What follows belongs to an exercise in optimizing a design on an open flow for small area; a production flow would make more cautious choices.
Function was checked by simulation only, so behaviour that the tests miss may differ from the original.
Power figures rest on the tool's default switching activity, not on a simulated workload.

--- design.v ---
package fifo_bridge_pkg;
   localparam int data_width = 64;    
   localparam int addr_width = 13;    
   localparam logic [addr_width-1:0] addr_ctrl  = 13'd0;    
   localparam logic [addr_width-1:0] addr_burst = 13'd1;    
   typedef enum logic [1:0] {
      mode_idle  = 2'd0,    
      mode_loop  = 2'd1,    
      mode_burst = 2'd2     
   } mode_t;
   typedef enum logic [1:0] {
      st_idle  = 2'd0,
      st_loop  = 2'd1,
      st_burst = 2'd2,
      st_done  = 2'd3       
   } ctrl_state_t;
   typedef union packed {
      struct packed {
         logic [54:0] reserved_hi;    
         logic        start;          
         logic [1:0]  reserved_lo;    
         mode_t       mode;           
         logic [3:0]  led;            
      } ctrl;
      struct packed {
         logic [15:0] reserved;       
         logic [15:0] length;         
         logic [31:0] seed;           
      } burst;
   } pio_word_t;
endpackage
module pio_regs
(
   input  logic                                  clock,
   input  logic                                  rst,
   input  logic                                  pio_valid,
   input  logic [fifo_bridge_pkg::addr_width-1:0] pio_address,
   input  fifo_bridge_pkg::pio_word_t            pio_data,
   output logic [3:0]                            led,
   output fifo_bridge_pkg::mode_t                mode,
   output logic                                  start,
   output logic [31:0]                           seed,
   output logic [15:0]                           length
);
   logic ctrl_write;     
   logic burst_write;    
   assign ctrl_write  = pio_valid && (pio_address == fifo_bridge_pkg::addr_ctrl);
   assign burst_write = pio_valid && (pio_address == fifo_bridge_pkg::addr_burst);
   always_ff @(posedge clock)
   begin
      if (rst)
      begin
         led   <= 4'h5;         
         mode  <= fifo_bridge_pkg::mode_idle;
         start <= 1'b0;
      end
      else
      begin
         start <= 1'b0;         
         if (ctrl_write)
         begin
            led   <= pio_data.ctrl.led;
            mode  <= pio_data.ctrl.mode;
            start <= pio_data.ctrl.start;
         end
      end
   end
   always_ff @(posedge clock)
   begin
      if (rst)
      begin
         seed   <= 32'd0;
         length <= 16'd0;       
      end
      else if (burst_write)
      begin
         seed   <= pio_data.burst.seed;
         length <= pio_data.burst.length;
      end
   end
endmodule
module stream_fifo
#(
   parameter int rx_depth = 16
)
(
   input  logic                                  clock,
   input  logic                                  rst,
   input  logic                                  rx_valid,
   input  logic [fifo_bridge_pkg::data_width-1:0] rx_data,
   input  logic                                  fifo_read,
   output logic [fifo_bridge_pkg::data_width-1:0] fifo_data,
   output logic                                  fifo_empty,
   output logic                                  rx_credit
);
   localparam int aw = $clog2(rx_depth);    
   logic [fifo_bridge_pkg::data_width-1:0] mem [rx_depth];
   logic [aw:0]           wr_ptr;           
   logic [aw:0]           rd_ptr;
   logic                  full;
   logic                  do_write;
   logic                  do_read;
   assign full       = (wr_ptr[aw] != rd_ptr[aw]) && (wr_ptr[aw-1:0] == rd_ptr[aw-1:0]);
   assign fifo_empty = (wr_ptr == rd_ptr);
   assign do_write   = rx_valid && !full;
   assign do_read    = fifo_read && !fifo_empty;
   assign fifo_data = mem[rd_ptr[aw-1:0]];
   always_ff @(posedge clock)
   begin
      if (do_write)
      begin
         mem[wr_ptr[aw-1:0]] <= rx_data;
      end
   end
   always_ff @(posedge clock)
   begin
      if (rst)
      begin
         wr_ptr    <= '0;
         rd_ptr    <= '0;
         rx_credit <= 1'b0;
      end
      else
      begin
         if (do_write)
         begin
            wr_ptr <= wr_ptr + 1'b1;
         end
         if (do_read)
         begin
            rd_ptr <= rd_ptr + 1'b1;
         end
         rx_credit <= do_read;    
      end
   end
endmodule
module word_counter
(
   input  logic                                  clock,
   input  logic                                  rst,
   input  logic                                  load,
   input  logic [31:0]                           seed,
   input  logic [15:0]                           length,
   input  logic                                  step,
   output logic [fifo_bridge_pkg::data_width-1:0] count_value,
   output logic                                  count_last
);
   logic [31:0] value;        
   logic [15:0] remaining;    
   assign count_value = {{(fifo_bridge_pkg::data_width-32){1'b0}}, value};
   assign count_last  = (remaining == 16'd1);
   always_ff @(posedge clock)
   begin
      if (load)
      begin
         value <= seed;
      end
      else if (step)
      begin
         value <= value + 32'd1;    
      end
   end
   always_ff @(posedge clock)
   begin
      if (rst)
      begin
         remaining <= 16'd0;
      end
      else if (load)
      begin
         remaining <= length;
      end
      else if (step && (remaining != 16'd0))
      begin
         remaining <= remaining - 16'd1;
      end
   end
endmodule
module stream_ctrl
#(
   parameter int tx_credits = 8
)
(
   input  logic                                  clock,
   input  logic                                  rst,
   input  fifo_bridge_pkg::mode_t                mode,
   input  logic                                  start,
   input  logic [15:0]                           length,
   input  logic [fifo_bridge_pkg::data_width-1:0] fifo_data,
   input  logic                                  fifo_empty,
   input  logic [fifo_bridge_pkg::data_width-1:0] count_value,
   input  logic                                  count_last,
   input  logic                                  tx_credit,
   output logic                                  fifo_read,
   output logic                                  load,
   output logic                                  step,
   output logic                                  tx_valid,
   output logic [fifo_bridge_pkg::data_width-1:0] tx_data,
   output logic                                  interrupt
);
   localparam int cw = $clog2(tx_credits + 1);    
   fifo_bridge_pkg::ctrl_state_t state;
   fifo_bridge_pkg::ctrl_state_t state_next;
   logic [cw-1:0] credits;    
   logic          credit_ok;
   logic          send;
   assign credit_ok = (credits != '0) || tx_credit;
   assign fifo_read = (state == fifo_bridge_pkg::st_loop) && credit_ok && !fifo_empty;
   assign step      = (state == fifo_bridge_pkg::st_burst) && credit_ok;
   assign send      = fifo_read || step;
   assign load      = (state == fifo_bridge_pkg::st_idle) && start &&
                      (mode == fifo_bridge_pkg::mode_burst) && (length != 16'd0);
   always_comb
   begin
      state_next = state;
      case (state)
         fifo_bridge_pkg::st_idle:
         begin
            if (mode == fifo_bridge_pkg::mode_loop)
               state_next = fifo_bridge_pkg::st_loop;
            else if (load)
               state_next = fifo_bridge_pkg::st_burst;
         end
         fifo_bridge_pkg::st_loop:
         begin
            if (mode != fifo_bridge_pkg::mode_loop)
               state_next = fifo_bridge_pkg::st_idle;    
         end
         fifo_bridge_pkg::st_burst:
         begin
            if (step && count_last)
               state_next = fifo_bridge_pkg::st_done;
         end
         fifo_bridge_pkg::st_done:
            state_next = fifo_bridge_pkg::st_idle;
         default:
            state_next = fifo_bridge_pkg::st_idle;
      endcase
   end
   always_ff @(posedge clock)
   begin
      if (rst)
      begin
         state     <= fifo_bridge_pkg::st_idle;
         credits   <= cw'(tx_credits);
         tx_valid  <= 1'b0;
         interrupt <= 1'b0;
      end
      else
      begin
         state     <= state_next;
         tx_valid  <= send;
         interrupt <= (state == fifo_bridge_pkg::st_done);    
         case ({tx_credit, send})
            2'b10:   credits <= credits + 1'b1;
            2'b01:   credits <= credits - 1'b1;
            default: credits <= credits;    
         endcase
      end
   end
   always_ff @(posedge clock)
   begin
      if (fifo_read)
         tx_data <= fifo_data;
      else if (step)
         tx_data <= count_value;
   end
endmodule
module fifo_bridge_top
#(
   parameter int rx_depth   = 16,    
   parameter int tx_credits = 8      
)
(
   input  logic                                  clock,
   input  logic                                  rst,
   input  logic                                  pio_valid,
   input  logic [fifo_bridge_pkg::addr_width-1:0] pio_address,
   input  logic [fifo_bridge_pkg::data_width-1:0] pio_data,
   input  logic                                  rx_valid,
   input  logic [fifo_bridge_pkg::data_width-1:0] rx_data,
   output logic                                  rx_credit,
   output logic                                  tx_valid,
   output logic [fifo_bridge_pkg::data_width-1:0] tx_data,
   input  logic                                  tx_credit,
   output logic                                  interrupt,
   output logic [3:0]                            led
);
   fifo_bridge_pkg::mode_t                 mode;
   logic                  start;
   logic [31:0]           seed;
   logic [15:0]           length;
   logic [fifo_bridge_pkg::data_width-1:0] fifo_data;
   logic                  fifo_empty;
   logic                  fifo_read;
   logic [fifo_bridge_pkg::data_width-1:0] count_value;
   logic                  count_last;
   logic                  load;
   logic                  step;
   pio_regs pio_regs_inst
   (
      .clock       (clock),
      .rst         (rst),
      .pio_valid   (pio_valid),
      .pio_address (pio_address),
      .pio_data    (fifo_bridge_pkg::pio_word_t'(pio_data)),    
      .led         (led),
      .mode        (mode),
      .start       (start),
      .seed        (seed),
      .length      (length)
   );
   stream_fifo #(
      .rx_depth (rx_depth)
   ) stream_fifo_inst
   (
      .clock      (clock),
      .rst        (rst),
      .rx_valid   (rx_valid),
      .rx_data    (rx_data),
      .fifo_read  (fifo_read),
      .fifo_data  (fifo_data),
      .fifo_empty (fifo_empty),
      .rx_credit  (rx_credit)
   );
   word_counter word_counter_inst
   (
      .clock       (clock),
      .rst         (rst),
      .load        (load),
      .seed        (seed),
      .length      (length),
      .step        (step),
      .count_value (count_value),
      .count_last  (count_last)
   );
   stream_ctrl #(
      .tx_credits (tx_credits)
   ) stream_ctrl_inst
   (
      .clock       (clock),
      .rst         (rst),
      .mode        (mode),
      .start       (start),
      .length      (length),
      .fifo_data   (fifo_data),
      .fifo_empty  (fifo_empty),
      .count_value (count_value),
      .count_last  (count_last),
      .tx_credit   (tx_credit),
      .fifo_read   (fifo_read),
      .load        (load),
      .step        (step),
      .tx_valid    (tx_valid),
      .tx_data     (tx_data),
      .interrupt   (interrupt)
   );
endmodule
--- constraint.sdc ---
create_clock -name core_clock -period 5.0 [get_ports {clock}]
set_input_delay 1.0000 -clock core_clock [delete_from_list [all_inputs] [get_ports {clock}]]
set_output_delay 1.0000 -clock core_clock [all_outputs]
set_load 0.01 [all_outputs]
--- run.sh ---
#!/bin/bash
# synth_recipe.tcl (not shown) runs the flow's synth.tcl, then flattens the netlist and writes it again
# the make line also repeats each setting of config.mk as NAME=value (left out here)
make -C /OpenROAD-flow-scripts/flow DESIGN_CONFIG=/design/flow/config.mk WORK_HOME=/design/flow/orfs CLKGATE_MAP_FILE= SYNTH_SCRIPT=/design/flow/synth_recipe.tcl finish
--- config.mk ---
export PLATFORM = sky130hd
export DESIGN_NAME = fifo_bridge_top
export DESIGN_NICKNAME = fifo_bridge_top
export VERILOG_FILES = /design/flow/design.v
export SDC_FILE = /design/flow/constraint.sdc
export NUM_CORES = 4
export LEC_CHECK = 0
export CAP_MARGIN = 20
export CORE_MARGIN = 2
export CORE_UTILIZATION = 40
export PLACE_DENSITY = 0.6
export SLEW_MARGIN = 20
==> run summary <==
-- sequential cells by signal (all words and copies together), names as in the netlist, 2 cells and up, named ones only --
name                         cells
stream_fifo_inst.wr_ptr          5
pio_regs_inst.led                4
pio_regs_inst.seed              32
stream_ctrl_inst.credits         4
word_counter_inst.remaining     16
pio_regs_inst.length            16
stream_ctrl_inst.tx_data        64
pio_regs_inst.mode               2
word_counter_inst.value         32
stream_ctrl_inst.state           2
stream_fifo_inst.rd_ptr          5
stream_fifo_inst.mem          1024
-- stage by stage --
stage	worst slack [ns]	power (mW)	util, %	hold slack [ns]
after floorplan	0.1345	11.58	-	0.4366
after CTS	1.495	20.26	47.03	0.4632
after global routing	1.299	20.66	47.03	0.4826
after global placement	0.7902	11.85	43.92	0.4527
final	1.557	20.07	47.04	0.4620
after detailed placement	0.8215	11.88	43.92	0.4510
-- worst max path at each step --
stage	start	to	slack, ns	cells past startpoint
2_1_floorplan	tx_credit	stream_ctrl_inst.credits[2]	0.13	12
3_3_place_gp	tx_credit	stream_ctrl_inst.credits[2]	0.79	11
3_5_place_dp	tx_credit	stream_ctrl_inst.credits[2]	0.82	11
4_1_cts	stream_fifo_inst.wr_ptr[2]	stream_ctrl_inst.credits[2]	1.49	11
5_1_grt	stream_fifo_inst.wr_ptr[2]	stream_ctrl_inst.credits[2]	1.30	11
6_report	tx_credit	stream_ctrl_inst.credits[2]	1.56	11
-- layout make-up --
| class | count | area [µm²] | share of cell area, % |
|---|---|---|---|
| Multi-Input combinational cell | 964 | 10690 | 19.58 |
| Clock inverter | 62 | 536.8 | 0.9834 |
| Sequential cell | 1214 | 35530 | 65.09 |
| Antenna cell | 2 | 5.005 | 0.009169 |
| Tap cell | 1524 | 1907 | 3.493 |
| Inverter | 20 | 75.07 | 0.1375 |
| Clock buffer | 139 | 3073 | 5.630 |
| Timing Repair Buffer | 260 | 2773 | 5.080 |
-- synth_stat cells, drive strengths merged (13+ instances only) --
library cell,n
nand3,16
buf,68
dfxtp,94
mux4,288
o21ai,37
a21o,34
edfxtp,1120
nor2,47
nand4,13
xor2,26
mux2i,13
nor4,14
a21oi,102
clkbuf,57
xnor2,20
a22oi,65
inv,19
nand2,160
nor2b,36
nor3,17
-- worst reg2reg max path: cells and delay by family (launching register included) --
kind                       cells  cell delay, ns
xor gates and xnor gates       3            0.45
AOI/OAI and AO/OA              3            0.63
DFF                            1            0.73
and+or+nand+nor                3            0.91
adders and majority gates      2            0.60
-- where the power goes --
| group | switching (mW) | leakage [nW] | total (mW) | internal [mW] |
|---|---|---|---|---|
| combinational | 0.267 | 3.93 | 0.453 | 0.186 |
| clock | 3.65 | 1.76 | 8.41 | 4.76 |
| sequential | 0.0272 | 10.9 | 11.2 | 11.2 |
| total | 3.94 | 16.6 | 20.1 | 16.1 |
-- routing by layer --
metal  GRT usage, %  up-vias  part of all wire [%]
met3          3.540      167                   6.7
met2          29.67      772                    49
li1               -     9996                     -
met4          3.841       24                   1.7
met1          24.84    12200                    43
met5              0        -                  0.14
-- kinds of logic after synthesis --
family / Yosys count
AOI/OAI and AO/OA: 265
xor gates and xnor gates: 46
adders and majority gates: 12
buffers and inverters: 145
DFF: 1214
muxes: 302
and+or+nand+nor: 339
==> impl_results.rst <==
.. list-table::
   :header-rows: 1

   * - Metric
     - Value
   * - Data required time at the worst endpoint
     - 5.60 ns
   * - Number of nets with antenna violations after routing
     - 0
   * - Tightest Hold Check Type
     - register to register
   * - Maximum level of the CTS H-tree
     - 3
   * - Setup_tns
     - 0 ns
   * - Library cell occupying the most area in the post-synthesis netlist
     - edfxtp_1
   * - Number of global-route vias before repair
     - between 20000 and 25000
   * - Starting utilization of the core area
     - 40.30%
   * - Post-detail-place hpwl
     - 59350 µm
   * - PortBufs
     - 200
   * - Fraction of registers with async set/reset
     - 0%
   * - Area of the die
     - 0.1197 mm²
   * - Cell Chain, Critical Path
     - clkdlybuf4s50_1 -> or4_1 -> o2111ai_4 -> nand2_4 -> ha_1 -> xor2_1 -> ha_1 -> a21oi_1 -> xor2_1 -> or3_1 -> a21oi_1
   * - Largest net degree at the start of global routing
     - about 110
   * - Leakage Power
     - 16.61 nW
   * - Final setup violation count
     - 0
   * - Clock sink count
     - 1214
   * - Number of buffers inserted by hold repair at cts
     - 0
   * - Number of buffers on the longest clock path
     - 3
   * - CTS clock-pin slew for the worst setup and hold paths
     - about 0.060 ns
   * - Part of the Yosys area used for sequential elements
     - between 70% and 80%
   * - Critical path's largest stage delay
     - 0.56 ns
   * - Fill cell instance count of the final layout
     - ~9600
   * - Net count of the finished layout
     - between 2000 and 3000
   * - Critical Path Source Type
     - primary input
   * - WL final
     - 108200 µm
   * - Gates resized, CTS repair
     - 0
   * - Synthesized flop and latch total
     - 1214
   * - Worst R2R End
     - stream_ctrl_inst.credits[2]
   * - Highest fanout seen on the critical path
     - 28
   * - Clock tree root driver cell
     - clkbuf_16
   * - Leftover overflow at the end of global routing
     - 0
   * - Clock insertion delay at the later pin of the skew report
     - 0.69 ns
   * - Worst Setup Path Type
     - primary input to register
   * - Fraction of final layout cells with drive strength greater than 1
     - 20.50%
   * - Hold violation count in the final report
     - 0
   * - Synthesized area
     - around 0.047 mm²
   * - Antenna violations before repair
     - 16
   * - IO Pins
     - around 220
   * - Average routed wire per standard cell
     - 25.85 µm
   * - Number of placement rows
     - 125
   * - Initial DRC count
     - roughly 2200
   * - Area contributors post-synth
     - edfxtp_1 72%, mux4_2 14%, dfxtp_1 4.0%
   * - Final estimated routing congestion in global placement
     - between 0.7 and 0.8
   * - Post-synthesis adder-cell area fraction
     - 0.3210%
   * - Post-CTS repair timing setup buffer count
     - 0
   * - Data arrival at the endpoint of the critical path
     - 4.04 ns
   * - Synthesis Warnings
     - 4
   * - Overall via count from detail_route
     - 23160
   * - Most common cell after layout, fill and taps aside
     - edfxtp_1
   * - Global-route wire length before repair
     - 159800 µm
   * - Std-Cell Core Area
     - 0.1160 mm²
   * - Net count of the mapped netlist
     - between 2000 and 2500
   * - Area growth from synthesis to final layout
     - 16.70%
   * - TritonCTS clock tree
     - yes
   * - Multiplexer share of the synthesized area
     - 14.17%
   * - Status
     - complete, no violations
   * - Most frequent cells in the layout
     - 1120 x edfxtp_1, 288 x mux4_2, 199 x clkdlybuf4s50_1, 159 x nand2_1, 119 x clkbuf_16
   * - Global Route Usage Sum
     - 17.97%
   * - Shortest period the worst path allows
     - 3.443 ns
   * - Worst setup slack for register-to-register paths
     - 1.61 ns
   * - Die Height
     - 346.0 µm
   * - R2r worst-path depth
     - 11
   * - Largest voltage drop on the vdd net
     - 0.0002567 V
   * - End point of the most critical hold path
     - pio_regs_inst.seed[24]
   * - Final standard cell count with taps included and fillers excluded
     - roughly 4200
   * - Design area
     - 0.05458 mm²
   * - Fmax
     - 290.4 MHz
   * - Layout Skew
     - 0.01791 ns
   * - Cell with the biggest individual delay on the critical path
     - or4_1
   * - CP Capture Type
     - register
   * - Number of detailed-routing iterations run before antenna repair
     - 5
   * - Reg-to-reg critical path startpoint
     - stream_fifo_inst.wr_ptr[2]
   * - DRC violation count after routing
     - 0
   * - Least-Margin Pin Slew
     - 0.9781 ns
   * - Synthesized instance count
     - ~2300
   * - Share of the synthesized area in the top cell type
     - 71.91%
   * - Post-synthesis compound-gate area fraction
     - 3.625%
   * - Post-DP Area
     - 0.05097 mm²
   * - Number of flops mapped to enable cells by yosys
     - 1120
   * - Relative slew slack
     - about a third
   * - Buffer and inverter count on the worst path
     - 1
   * - Placed instance count
     - 3982
   * - Dominant combinational cell family by area after synthesis
     - multiplexers
   * - Number of unique standard cell types used by synthesis
     - 59
   * - Most common flop cell mapped by yosys
     - edfxtp_1
   * - Kind of cell adding the most delay to the critical path
     - simple AND/OR/NAND/NOR gates
   * - Cell count of the worst hold path
     - 2
   * - Worst Min Path Start
     - pio_regs_inst.seed[24]
   * - Basic-gate share of the synthesized area counting and, or, nand and nor cells
     - 3.480%
   * - Horizontal die dimension
     - 346.0 µm
   * - Total clock buffers created by CTS
     - 116
   * - Post-Synth XOR/XNOR Area
     - 0.8614%
   * - Number of vias per cell
     - 5.533
   * - Number of max-capacitance violations reported
     - 0
   * - Final clock period utilization by the worst path
     - 68.86%
   * - Total power density per cell area
     - between 300 and 400 mW/mm²
   * - Synth Area per Inst
     - 20.13 µm²
   * - Slew Viols, Final
     - 0
   * - Setup repair after global routing missed its margin
     - false

## re-timing with driven ports
No port has a modelled driver above. Below, the same layout with a new extraction and two added sets of constraints.
Step 1: set_driving_cell puts a clkbuf_16 on clock and a buf_2 on each other input, an assumption about the parent block.
Step 2 adds t to the input delays and takes it off the output delays; t is the mean of the earliest and latest rising clock arrival at the registers after step 1. Input paths then give back, and output paths get back, about the clock's delay inside the block.
Three values: no drivers, after step 1, after step 2; two values: the first two.
shift t [ns]: 0.747
setup WS [ns]: 1.557 / 1.578 / 0.831
worst setup path after step 2: input to register
worst register clock-pin slew, ns: 0.07 / 0.07
cell pins on the clock port's net: 1
After both steps setup and hold are still met in this run. For this run, drivers alone change the setup slack by +0.021 ns; drivers and shift together by -0.726 ns.
